Source: an optimization exercise on an open RTL-to-GDS flow (aim: a short achievable clock period and few clock cycles per item). Production flows keep margins and buffers that such runs may drop.
In this exercise RTL edits were held to simulation tests only and were not proved equivalent to the original.
Power figures rest on the tool's default switching activity, not on a simulated workload.

[run.sh]
#!/bin/bash
# synth_recipe.tcl (not shown) runs the flow's synth.tcl, then flattens the netlist and writes it again
# the make line also repeats each setting of config.mk as NAME=value (left out here)
make -C /OpenROAD-flow-scripts/flow DESIGN_CONFIG=/design/flow/config.mk WORK_HOME=/design/flow/orfs CLKGATE_MAP_FILE= SYNTH_SCRIPT=/design/flow/synth_recipe.tcl finish
[config.mk]
export PLATFORM = sky130hd
export DESIGN_NAME = cpu_top
export DESIGN_NICKNAME = cpu_top
export VERILOG_FILES = /design/flow/design.v
export SDC_FILE = /design/flow/constraint.sdc
export NUM_CORES = 4
export LEC_CHECK = 0
export CAP_MARGIN = 20
export CORE_MARGIN = 2
export CORE_UTILIZATION = 40
export SLEW_MARGIN = 20
[constraint.sdc]
create_clock -name core_clock -period 4.4 [get_ports {clk}]
set_input_delay 0.8800 -clock core_clock [delete_from_list [all_inputs] [get_ports {clk}]]
set_output_delay 0.8800 -clock core_clock [all_outputs]
set_load 0.01 [all_outputs]
[design.v]
`timescale 1ns/1ps
`default_nettype none
package cpu_pkg;
  localparam int DATA_W = 8;
  localparam int IMEM_AW = 8;
  localparam int DMEM_AW = 4;
  localparam int REG_AW = 2;
  localparam int IMEM_DEPTH = 1 << IMEM_AW;
  localparam int DMEM_DEPTH = 1 << DMEM_AW;
  localparam int REG_NUM = 1 << REG_AW;
  localparam logic [3:0] OP_LD   = 4'd0;
  localparam logic [3:0] OP_ST   = 4'd1;
  localparam logic [3:0] OP_LDI  = 4'd2;
  localparam logic [3:0] OP_MOV  = 4'd3;
  localparam logic [3:0] OP_ADD  = 4'd4;
  localparam logic [3:0] OP_SUB  = 4'd5;
  localparam logic [3:0] OP_AND  = 4'd6;
  localparam logic [3:0] OP_CMP  = 4'd7;
  localparam logic [3:0] OP_OR   = 4'd8;
  localparam logic [3:0] OP_ORI  = 4'd9;
  localparam logic [3:0] OP_XOR  = 4'd10;
  localparam logic [3:0] OP_XORI = 4'd11;
  localparam logic [3:0] OP_ADDI = 4'd12;
  localparam logic [3:0] OP_SUBI = 4'd13;
  localparam logic [3:0] OP_ANDI = 4'd14;
  localparam logic [3:0] OP_CMPI = 4'd15;
endpackage
`default_nettype wire
`timescale 1ns/1ps
`default_nettype none
module instr_mem (
  input  wire logic         clk,
  input  wire logic         we,
  input  wire logic [7:0]   waddr,
  input  wire logic [7:0]   wdata,
  input  wire logic [3:0]   col,
  output logic [16*8-1:0]   colword
);
  logic [255:0][7:0] mem;
  always_ff @(posedge clk) begin
    if (we) begin
      mem[waddr] <= wdata;
    end
  end
  always_comb begin
    for (int r = 0; r < 16; r++) begin
      colword[r*8 +: 8] = mem[{r[3:0], col}];
    end
  end
endmodule
`default_nettype wire
`timescale 1ns/1ps
`default_nettype none
module data_mem (
  input  wire logic         clk,
  input  wire logic         host_we,
  input  wire logic [3:0]   host_addr,
  input  wire logic [7:0]   host_wdata,
  output logic [7:0]        host_rdata,
  input  wire logic [15:0]  st_sel,       
  input  wire logic [7:0]   st_data,
  input  wire logic [15:0]  ld_sel,       
  output logic [7:0]        ld_data
);
  logic [15:0][7:0] mem;
  always_ff @(posedge clk) begin
    for (int w = 0; w < 16; w++) begin
      if (host_we && host_addr == w[3:0]) begin
        mem[w] <= host_wdata;
      end else if (st_sel[w]) begin
        mem[w] <= st_data;
      end
    end
  end
  always_comb begin
    ld_data = '0;
    for (int w = 0; w < 16; w++) begin
      ld_data = ld_data | (mem[w] & {8{ld_sel[w]}});
    end
  end
  always_ff @(posedge clk) begin
    host_rdata <= mem[host_addr];
  end
endmodule
`default_nettype wire
`timescale 1ns/1ps
`default_nettype none
module reg_file (
  input  wire logic         clk,
  input  wire logic         rst,
  input  wire logic [3:0]   sel_a,
  input  wire logic [3:0]   sel_b,
  output logic [7:0]        a,
  output logic [7:0]        b,
  output logic [7:0]        r0,
  input  wire logic [3:0]   we,
  input  wire logic [7:0]   wdata
);
  logic [3:0][7:0] regs;
  always_ff @(posedge clk) begin
    for (int i = 0; i < 4; i++) begin
      if (rst) begin
        regs[i] <= '0;
      end else if (we[i]) begin
        regs[i] <= wdata;
      end
    end
  end
  always_comb begin
    a = '0;
    b = '0;
    for (int i = 0; i < 4; i++) begin
      a = a | (regs[i] & {8{sel_a[i]}});
      b = b | (regs[i] & {8{sel_b[i]}});
    end
  end
  assign r0 = regs[0];
endmodule
`default_nettype wire
`timescale 1ns/1ps
`default_nettype none
module alu (
  input  wire logic [7:0]   a,
  input  wire logic [7:0]   b,
  input  wire logic         sub,       
  input  wire logic [5:0]   kind,      
  input  wire logic [7:0]   ld_data,
  output logic [7:0]        result,
  output logic [1:0]        cmp        
);
  logic [8:0] sum;
  logic       eq;
  assign sum = {1'b0, a} + {1'b0, b ^ {8{sub}}} + {8'd0, sub};
  assign eq  = (a == b);
  assign cmp = {sum[8] & ~eq, eq};
  assign result = ({8{kind[0]}} & sum[7:0])
                | ({8{kind[1]}} & (a & b))
                | ({8{kind[2]}} & (a | b))
                | ({8{kind[3]}} & (a ^ b))
                | ({8{kind[4]}} & b)
                | ({8{kind[5]}} & ld_data);
endmodule
`default_nettype wire
`timescale 1ns/1ps
`default_nettype none
module control_unit (
  input  wire logic         clk,
  input  wire logic         rst,
  input  wire logic         run,
  input  wire logic         flush,      
  output logic [3:0]        col,
  input  wire logic [16*8-1:0] colword,
  output logic [7:0]        pc,
  output logic              issue,
  output logic [3:0]        sel_a,
  output logic [3:0]        sel_b,
  output logic [7:0]        imm,
  output logic              sub,
  output logic [5:0]        kind,
  output logic [3:0]        wsel,
  output logic [15:0]       dsel,
  output logic              is_st,
  output logic              is_cmp
);
  logic [7:0]       fa;
  logic             b_valid;
  logic [3:0]       fb_row;
  logic [16*8-1:0]  b_word;
  logic             ir_valid;
  logic             ir_load;
  logic             b_load;
  logic             ir_valid_next;
  logic [7:0]       w;
  assign col     = fa[3:0];
  assign ir_load = issue | ~ir_valid;
  assign b_load  = ir_load | ~b_valid;
  assign w       = b_word[fb_row*8 +: 8];
  always_comb begin
    if (rst || flush) begin
      ir_valid_next = 1'b0;
    end else if (ir_load) begin
      ir_valid_next = b_valid;
    end else begin
      ir_valid_next = ir_valid;
    end
  end
  always_ff @(posedge clk) begin
    if (rst) begin
      fa      <= '0;
      b_valid <= 1'b0;
    end else if (flush) begin
      fa      <= pc;
      b_valid <= 1'b0;
    end else if (b_load) begin
      fa      <= fa + 8'd1;
      b_valid <= 1'b1;
    end
    ir_valid <= ir_valid_next;
    issue    <= run & ~rst & ir_valid_next;
    if (rst) begin
      pc <= '0;
    end else if (issue) begin
      pc <= pc + 8'd1;
    end
  end
  always_ff @(posedge clk) begin
    if (b_load) begin
      fb_row <= fa[7:4];
      b_word <= colword;
    end
  end
  logic [3:0] op;
  logic [3:0] rd_oh;
  logic [3:0] rs_oh;
  logic       d_imm;
  logic       d_rr;
  logic       d_wr;
  assign op    = w[7:4];
  assign rd_oh = 4'b0001 << w[3:2];
  assign rs_oh = 4'b0001 << w[1:0];
  always_comb begin
    case (op)
      cpu_pkg::OP_LDI, cpu_pkg::OP_ORI, cpu_pkg::OP_XORI, cpu_pkg::OP_ADDI,
      cpu_pkg::OP_SUBI, cpu_pkg::OP_ANDI, cpu_pkg::OP_CMPI: d_imm = 1'b1;
      default: d_imm = 1'b0;
    endcase
    case (op)
      cpu_pkg::OP_MOV, cpu_pkg::OP_ADD, cpu_pkg::OP_SUB, cpu_pkg::OP_AND,
      cpu_pkg::OP_CMP, cpu_pkg::OP_OR, cpu_pkg::OP_XOR: d_rr = 1'b1;
      default: d_rr = 1'b0;
    endcase
    d_wr = !(op == cpu_pkg::OP_ST || op == cpu_pkg::OP_CMP || op == cpu_pkg::OP_CMPI);
  end
  always_ff @(posedge clk) begin
    if (ir_load) begin
      sel_a  <= (op == cpu_pkg::OP_ST) ? 4'b0001 : rd_oh;
      sel_b  <= d_rr ? rs_oh : 4'b0000;
      imm    <= d_imm ? {{7{w[1]}}, w[0]} : 8'h00;
      sub    <= (op == cpu_pkg::OP_SUB) || (op == cpu_pkg::OP_SUBI) ||
                (op == cpu_pkg::OP_CMP) || (op == cpu_pkg::OP_CMPI);
      kind   <= {op == cpu_pkg::OP_LD,
                 op == cpu_pkg::OP_LDI || op == cpu_pkg::OP_MOV,
                 op == cpu_pkg::OP_XOR || op == cpu_pkg::OP_XORI,
                 op == cpu_pkg::OP_OR  || op == cpu_pkg::OP_ORI,
                 op == cpu_pkg::OP_AND || op == cpu_pkg::OP_ANDI,
                 op == cpu_pkg::OP_ADD || op == cpu_pkg::OP_ADDI ||
                 op == cpu_pkg::OP_SUB || op == cpu_pkg::OP_SUBI};
      wsel   <= !d_wr ? 4'b0000 : (op == cpu_pkg::OP_LD) ? 4'b0001 : rd_oh;
      dsel   <= 16'h0001 << w[3:0];
      is_st  <= (op == cpu_pkg::OP_ST);
      is_cmp <= (op == cpu_pkg::OP_CMP) || (op == cpu_pkg::OP_CMPI);
    end
  end
endmodule
`default_nettype wire
`timescale 1ns/1ps
`default_nettype none
module cpu_top (
  input  wire logic                        clk,
  input  wire logic                        rst,
  input  wire logic                        prog_we,
  input  wire logic [cpu_pkg::IMEM_AW-1:0] prog_addr,
  input  wire logic [cpu_pkg::DATA_W-1:0]  prog_data,
  input  wire logic                        host_we,
  input  wire logic [cpu_pkg::DMEM_AW-1:0] host_addr,
  input  wire logic [cpu_pkg::DATA_W-1:0]  host_wdata,
  output logic [cpu_pkg::DATA_W-1:0]       dmem_host_rdata,
  input  wire logic                        run,
  output logic                             busy,
  output logic                             instr_done,
  output logic [cpu_pkg::IMEM_AW-1:0]      pc,
  output logic [1:0]                       flags
);
  logic       pw_we;
  logic [7:0] pw_addr;
  logic [7:0] pw_data;
  always_ff @(posedge clk) begin
    pw_we   <= prog_we;
    pw_addr <= prog_addr;
    pw_data <= prog_data;
  end
  logic [3:0]      col;
  logic [16*8-1:0] colword;
  logic            issue;
  logic [3:0]      sel_a;
  logic [3:0]      sel_b;
  logic [7:0]      imm;
  logic            sub;
  logic [5:0]      kind;
  logic [3:0]      wsel;
  logic [15:0]     dsel;
  logic            is_st;
  logic            is_cmp;
  instr_mem u_imem (
    .clk     (clk),
    .we      (pw_we),
    .waddr   (pw_addr),
    .wdata   (pw_data),
    .col     (col),
    .colword (colword)
  );
  control_unit u_ctrl (
    .clk     (clk),
    .rst     (rst),
    .run     (run),
    .flush   (pw_we),
    .col     (col),
    .colword (colword),
    .pc      (pc),
    .issue   (issue),
    .sel_a   (sel_a),
    .sel_b   (sel_b),
    .imm     (imm),
    .sub     (sub),
    .kind    (kind),
    .wsel    (wsel),
    .dsel    (dsel),
    .is_st   (is_st),
    .is_cmp  (is_cmp)
  );
  logic [7:0] a;
  logic [7:0] b_reg;
  logic [7:0] b;
  logic [7:0] r0;
  logic [7:0] result;
  logic [1:0] cmp;
  logic [7:0] ld_data;
  reg_file u_regs (
    .clk   (clk),
    .rst   (rst),
    .sel_a (sel_a),
    .sel_b (sel_b),
    .a     (a),
    .b     (b_reg),
    .r0    (r0),
    .we    (wsel & {4{issue}}),
    .wdata (result)
  );
  assign b = b_reg | imm;
  data_mem u_dmem (
    .clk        (clk),
    .host_we    (host_we),
    .host_addr  (host_addr),
    .host_wdata (host_wdata),
    .host_rdata (dmem_host_rdata),
    .st_sel     (dsel & {16{issue & is_st}}),
    .st_data    (r0),
    .ld_sel     (dsel),
    .ld_data    (ld_data)
  );
  alu u_alu (
    .a       (a),
    .b       (b),
    .sub     (sub),
    .kind    (kind),
    .ld_data (ld_data),
    .result  (result),
    .cmp     (cmp)
  );
  logic [1:0] flags_q;
  always_ff @(posedge clk) begin
    if (rst) begin
      flags_q <= 2'b00;
    end else if (issue && is_cmp) begin
      flags_q <= cmp;
    end
  end
  assign flags      = flags_q;
  assign instr_done = issue;
  assign busy       = run | issue;
endmodule
`default_nettype wire
==> out/results.tsv <==
stage	metric	value	unit
finish	layout cells sized above 1	0.5156	
timing	Layout Skew	67.41	ps
power_and_ir_drop	LEAKAGE	44.23	nW
clock_tree	depth of the CTS H-tree	5	
worst_setup_path	worst-path fanout max	12	
detailed_routing	vias	65470	
synth	Syn Area/Cell	17.78	sq um
clock_tree	clock sink count	2425	
global_route	largest net degree at the start of global routing	140	
finish	final instance area	135400	sq um
global_route	vias in the first global route	65370	
finish	Syn-to-layout area delta	12.38	%
clock_tree	post_cts resized	0	
worst_setup_path	critical path launch point type	register	
worst_setup_path	Critical Path RT	5040	ps
detailed_routing	First-pass DRT Iterations	8	
clock_tree	CTS buffer count	278	
worst_setup_path	crit path max-delay cell type	nor2_1	
detailed_routing	final WL	313.3	mm
detailed_routing	Post-DRT Antenna Nets	0	
worst_setup_path	Critical Path AT	4680	ps
floorplan	row count	201	
clock_tree	clock root cell	clkbuf_16	
clock_tree	CTS tree	yes	
synth	EDFF count, synth	2347	
timing	Tmin final	4048	ps
job	max-cap viol count	0	
worst_setup_path	CP Capture Type	register	
clock_tree	Clock transition at path regs	60	ps
worst_setup_path	Crit path largest cell delay	1010	ps
synth	YS warnings	5	
floorplan	chip width	552.8	um
timing	Max Clk Rate	247.0	MHz
worst_setup_path	worst setup path category	register to register	
synth	register area share after synthesis	0.5980	
worst_setup_path	worst path cell trace	inv_1 > ha_1 > nand2b_1 > and2_1 > buf_4 > nand2_1 > nor2_1 > nand2_1 > mux2_2	
power_and_ir_drop	P_sw	0.01293	W
clock_tree	CTS Buffer Depth	4	
synth	Cell Area, Synth	120500	sq um
power_and_ir_drop	Sequential Power Share	0.503	
detailed_routing	1st-iter DRT viols	6624	
outcome	outcome	finished clean	
power_and_ir_drop	power per cell area	407.9	nW/um^2
synth	synthesized flop and latch total	2425	
floorplan	core area	299800	sq um
floorplan	Ports	53	
timing	unrepaired setup endpoints after global routing	no	
timing	Hold Vio Cnt, Final	0	
global_route	Overflow after GRT	0	
placed_design	GP Congestion	0.8588	
detailed_routing	via/cell ratio	5.943	
min_path	Worst Hold Class	primary input to register	
timing	Final Cycle Share	0.9200	
global_route	GRT Overall Usage	0.1994	
min_path	Worst Hold Depth	1	
clock_tree	clock latency on the worst-skew pair	920	ps
detailed_routing	wire length per cell	28.44	um
synth	fraction of registers with async set or reset after synthesis	0	
global_route	antenna violations before repair	7	
floorplan	die area	305600	sq um
worst_setup_path	most frequent CP cell	nand2_1	
power_and_ir_drop	clock power share	0.411	
synth	Synth Flop Type	edfxtp_1	
detailed_routing	# DRC	0	
timing	measured slew at the worst slew-check pin	1192	ps
synth	number of distinct library cells after synthesis	77	
timing	setup tns final	0	ps
power_and_ir_drop	Int Power	0.04229	W
power_and_ir_drop	Gate power share	0.086	
timing	worst hold slack	392.8	ps
global_route	first-pass GRT wire length	459.1	mm
placed_design	placed cell areas	126600	sq um
timing	Final Max Tran Viols	0	
placed_design	HPWL Detailed	200.5	mm
power_and_ir_drop	sw frac	0.2342	
finish	final net count	6901	
synth	Mapped Cells	6775	
timing	slew margin rel.	0.2053	
synth	syn_nets	6836	
worst_setup_path	R2R depth	9	
placed_design	number of buffers added on ports	52	
floorplan	die height	552.8	um
power_and_ir_drop	peak supply drop	0.0003006	V
clock_tree	Setup Buffers After CTS	0	
clock_tree	CTS Hold Bufs	0	
floorplan	Initial Util	0.4019	
timing	final setup vio count	0	
layer usage:
layer  wire length [um]  share of wire  track usage  vias to the layer above
met2             146400           0.47       0.3131                     2053
met4               7665          0.024      0.04863                        0
met5                  0              0            0                        -
li1                   -              -            -                    27850
met3              19650          0.063      0.03331                      406
met1             139600           0.45       0.2883                    35160
path summary, 6_finish.rpt:
check                     from                to  slack [ps]
setup / recovery    pw_addr[1]    u_imem.mem[28]         350
hold / removal    prog_data[5]        pw_data[5]         390
setup reg to reg    pw_addr[1]    u_imem.mem[28]         350
hold reg to reg   u_ctrl.fa[7]  u_ctrl.fb_row[3]         480
registers in the layout (all words and copies together) (netlist names), 16 cells and up:
register / cells
u_ctrl.b_word: 128
u_ctrl.dsel: 16
u_dmem.mem: 128
u_imem.mem: 2048
u_regs.regs: 32
logic make-up (layout without fill, tap and decap cells):
kind of cell,count (synthesis),count (layout),share of synthesized area
fa+ha+maj,28,28,0.002970
compound gates,250,250,0.01537
buf+inv,535,814,0.01726
flops,2425,2425,0.5980
mux,2901,2901,0.3383
other cells,0,4,0
simple gates,613,613,0.02639
xor+xnor,23,23,0.001672
cell type report:
type	instances	area (sq um)
fillers	25600	164400
flip-flops and latches	2425	72090
multi-input cells	3815	46370
clock buffers	357	7486
well taps	3958	4952
repair buffers	285	3068
clock inverters	137	1272
inverters	35	131.4
diodes	4	10.01
power groups by stage:
stage / Clock, W / Sequential [W] / Combinational [W]
2_1_floorplan: 0 / 0.0284 / 0.00313
3_3_place_gp: 0 / 0.0281 / 0.00469
3_5_place_dp: 0 / 0.0282 / 0.00479
4_1_cts: 0.0232 / 0.0277 / 0.00480
5_1_grt: 0.0241 / 0.0279 / 0.00507
6_report: 0.0227 / 0.0278 / 0.00477
worst max-delay path: cells and delay by family, from the launching register on:
family / cells / cell delay [ps]
flip-flops: 1 / 520
AND/OR/NAND/NOR: 5 / 2300
buffers and inverters: 2 / 260
adder cells (fa/ha/maj): 1 / 330
multiplexers: 1 / 400
stage by stage:
stage | instances | total power (W) | utilization | worst slack (ps)
after floorplan | 6775 | 0.03156 | - | -10450
after global routing | 11010 | 0.05704 | 0.4516 | 196.6
final | 11020 | 0.05522 | 0.4516 | 352.0
after global placement | 10520 | 0.03284 | 0.4222 | 423.8
after detailed placement | 10520 | 0.03300 | 0.4222 | 484.8
after CTS | 11010 | 0.05575 | 0.4514 | 477.9
cell usage in the layout (no fill, tap or decap), types with 50 or more instances in the layout:
| cell type | instances |
|---|---|
| mux2_2 | 2115 |
| clkdlybuf4s50_1 | 50 |
| nor2_2 | 78 |
| buf_4 | 169 |
| nand2_2 | 61 |
| dfxtp_1 | 65 |
| clkinv_1 | 62 |
| edfxtp_1 | 2347 |
| nor2_1 | 115 |
| mux4_2 | 720 |
| buf_12 | 63 |
| clkbuf_16 | 288 |
| clkbuf_1 | 67 |
| mux2_1 | 52 |
| nand2_1 | 214 |
cell usage after synthesis (11+ instances only):
cell,count,share of area
nor2_4,11,0.0010
edfxtp_1,2347,0.59
o21ai_0,36,0.0015
nand4_1,12,0.00062
a211oi_1,12,0.00075
buf_2,27,0.0011
mux2_1,52,0.0049
ha_1,27,0.0028
mux2_2,2115,0.20
buf_1,49,0.0015
a21oi_1,38,0.0016
nand3_1,14,0.00058
xnor2_1,15,0.0011
inv_1,34,0.0011
nand2_1,214,0.0067
a221oi_1,35,0.0025
nor2_2,78,0.0041
a22o_1,29,0.0021
nand2_2,61,0.0032
and2_1,18,0.00093
a21o_1,14,0.00087
nand2b_1,18,0.00093
clkbuf_1,418,0.013
mux4_2,720,0.13
a22oi_1,23,0.0014
dfxtp_1,78,0.013
mux2i_1,14,0.0012
nor2_1,115,0.0036
Testbench counts, summed over its fixed seeds: cycles 8,200, items 8,192.

[afterwards: timing with drivers on the ports]
How much do the figures lean on ideal ports? The routed layout below was timed once more, with nothing changed but the port constraints.
Step 1 (the two cells are an assumption about what drives the block):
set clk [get_ports {clk}]
set_driving_cell -lib_cell sky130_fd_sc_hd__clkbuf_16 $clk
set_driving_cell -lib_cell sky130_fd_sc_hd__buf_2 [delete_from_list [all_inputs] $clk]
Step 2 adds t to the input delays and takes it off the output delays; t is the mean of the earliest and latest rising clock arrival at the registers after step 1. Input paths then give back, and output paths get back, about the clock's delay inside the block.
a / b / c = no drivers / after step 1 / after step 2; a / b = the first two.
t (ns): 0.980
setup slack, ns: 0.352 / 0.352 / 0.352
worst hold slack (ns): 0.393 / 0.323 / 0.478
latest minus earliest clock arrival (ns): 0.072 / 0.072
worst slew at a driven data input, ns: 0.07
After both steps setup and hold are still met in this run. For this run, drivers alone change the setup slack by 0.000 ns; drivers and shift together by 0.000 ns.
